Source: an optimization exercise on an open RTL-to-GDS flow (aim: small area, a short achievable clock period and few clock cycles per item). Production flows keep margins and buffers that such runs may drop. Function was checked by simulation only, so behaviour that the tests miss may differ from the original.

// macc_control_top
module macc_control_top (
  input logic clk,
  input logic rst_n,
  input logic mac_begin,
  input logic acc_begin,
  input macc_pkg::len_t conv_len,
  input macc_pkg::filt_t filter_num,
  input macc_pkg::data_t weight_in,
  input macc_pkg::data_t ifmap_in,
  input macc_pkg::data_t external_psum,
  input macc_pkg::acc_t internal_psum,
  output logic mul_enable,
  output logic acc_enable,
  output macc_pkg::len_t cnt_a,
  output macc_pkg::filt_t cnt_b,
  output macc_pkg::acc_t accum_out,
  output logic psum_store,
  output logic mac_finish,
  output logic acc_finish
);
  logic issue_first;
  logic issue_last;
  logic issue_end;
  logic run_acc;
  logic keep_d;
  logic use_i_d;
  logic op_last;
  logic op_end;
  macc_pkg::data_t op_w;
  logic [16:0] op_pp0;
  logic [7:0] op_one;
  logic [7:0] op_two;
  logic [7:0] op_neg;
  macc_pkg::acc_t op_i;
  psum_sequencer u_seq (
    .clk (clk),
    .rst_n (rst_n),
    .mac_begin (mac_begin),
    .acc_begin (acc_begin),
    .conv_len (conv_len),
    .filter_num (filter_num),
    .issue_first (issue_first),
    .issue_last (issue_last),
    .issue_end (issue_end),
    .run_acc (run_acc),
    .mul_enable (mul_enable),
    .acc_enable (acc_enable),
    .cnt_a (cnt_a),
    .cnt_b (cnt_b)
  );
  operand_stage u_ops (
    .clk (clk),
    .rst_n (rst_n),
    .acc_enable (acc_enable),
    .issue_first (issue_first),
    .issue_last (issue_last),
    .issue_end (issue_end),
    .weight_in (weight_in),
    .ifmap_in (ifmap_in),
    .external_psum (external_psum),
    .internal_psum (internal_psum),
    .keep_d (keep_d),
    .use_i_d (use_i_d),
    .op_last (op_last),
    .op_end (op_end),
    .op_w (op_w),
    .op_pp0 (op_pp0),
    .op_one (op_one),
    .op_two (op_two),
  ...
Settings: LEC_CHECK=0, CAP_MARGIN=0, CORE_MARGIN=2, CORE_UTILIZATION=60, CTS_CLUSTER_DIAMETER=100, CTS_CLUSTER_SIZE=25, SETUP_SLACK_MARGIN=4.2, SLEW_MARGIN=0, SYNTH_HIERARCHICAL=1, SYNTH_MINIMUM_KEEP_SIZE=0; clock period 7.0 ns.
standard.sh (not shown) runs the stock make flow with config.mk's settings and CLKGATE_MAP_FILE= SYNTH_SCRIPT=/design/flow/synth_recipe.tcl, a recipe that flattens the netlist after the stock synthesis.
==> flow/flow/run.sh <==
#!/bin/bash
# standard layout, with the port buffers made from the smallest plain buffer
set -euo pipefail
export BUFFER_PORTS_ARGS="-buffer_cell sky130_fd_sc_hd__buf_1"
bash standard.sh > standard_flow.log 2>&1
Testbench counts at the start, summed over its fixed seeds: cycles 24,347, items 22,427.
Change:
CAP_MARGIN = 20   (was 0)
SLEW_MARGIN = 20   (was 0)
The changed run finished clean.
Core utilization is unchanged.
Synthesized cell count does not change.
Cell count stays the same.
Setup slack stays the same.
Design area is unchanged.
Clock-buffer cell count does not change.
Die area is unchanged.
Wire length is unchanged.


Another version of the RTL of macc_control_top (not shown whole).
Size in the first run: roughly 1300 cells after synthesis, ~210 flip-flops, roughly 150 I/O pins, roughly 14000 um^2 of cells after synthesis.
Settings: LEC_CHECK=0, CAP_MARGIN=20, CORE_MARGIN=2, CORE_UTILIZATION=40, SETUP_SLACK_MARGIN=3.5, SLEW_MARGIN=20; clock period 7.0 ns.
run.sh (not shown) runs the stock make flow with config.mk's settings and CLKGATE_MAP_FILE= SYNTH_SCRIPT=/design/flow/synth_recipe.tcl, a recipe that flattens the netlist after the stock synthesis.
Stock flow here: none of the scripts above is used.
The starting point ran to the end with no violations.
Testbench counts at the start, summed over its fixed seeds: cycles 24,347, items 22,427.
Rerun with:
- CTS_BUF_LIST: default -> sky130_fd_sc_hd__clkbuf_8
- CTS_CLUSTER_SIZE: default -> 30
Effect: The new run went through all stages and came out clean; via count hardly moves; global-route usage hardly moves; final cell count goes up by 0.95%; maximum frequency hardly moves; clock skew falls by 0.016 ns; design area drops by 0.35%.
Rerun with:
==> flow/flow/run.sh (new file) <==
#!/bin/bash
# standard layout, with the port buffers made from the smallest plain buffer
set -euo pipefail
export BUFFER_PORTS_ARGS="-buffer_cell sky130_fd_sc_hd__buf_1"
bash standard.sh > standard_flow.log 2>&1
==> flow/standard.sh (new file) <==
#!/bin/bash
# synth_recipe.tcl (not shown) runs the flow's synth.tcl, then flattens the netlist and writes it again
# the make line also repeats each setting of config.mk as NAME=value (left out here)
make -C /OpenROAD-flow-scripts/flow DESIGN_CONFIG=/design/flow/config.mk WORK_HOME=/design/flow/orfs CLKGATE_MAP_FILE= SYNTH_SCRIPT=/design/flow/synth_recipe.tcl "${@:-finish}"
- CTS_BUF_LIST: sky130_fd_sc_hd__clkbuf_8 -> default
- CTS_CLUSTER_SIZE: 30 -> default
removed: flow/run.sh
The new run produced a clean layout.
Routed wire length decreases by 0.33%.
Core utilization decreases by 2.5 points.
Synthesized cell count does not change.
Final area decreases by 5.0%.
First-iteration DRC count increases by 5.4%.
Worst hold slack is worse by 0.0053 ns.
Non-clock buffer count increases by 5.
Sequential share of layout area increases by 1.5 points.

-- separate check: timing with driven ports --
Ports are ideal in the flow. The routed layouts listed here were re-timed in OpenROAD.
Step 1 (the two cells are an assumption about what drives the block):
set clk [get_ports {clk}]
set_driving_cell -lib_cell sky130_fd_sc_hd__clkbuf_16 $clk
set_driving_cell -lib_cell sky130_fd_sc_hd__buf_2 [delete_from_list [all_inputs] $clk]
Step 2 adds t to the input delays and takes it off the output delays; t is the mean of the earliest and latest rising clock arrival at the registers after step 1. Input paths then give back, and output paths get back, about the clock's delay inside the block.
Slacks: no drivers / after step 1 / after step 2; pairs: no drivers / after step 1.
| run | shift t [ns] | setup WS [ns] | cell pins on the clock port's net |
|---|---|---|---|
| the first run of note 1 | 0.526 | 4.240 / 4.240 / 3.936 | 1 |
| the second run of note 1 | 0.526 | 4.240 / 4.240 / 3.936 | 1 |
| the first run of note 2 | 0.591 | 3.600 / 3.600 / 3.600 | 1 |
| the second run of note 2 | 0.601 | 3.598 / 3.598 / 3.598 | 1 |
| the third run of note 2 | 0.579 | 3.568 / 3.568 / 3.568 | 1 |
After both steps every run listed still meets setup and hold.
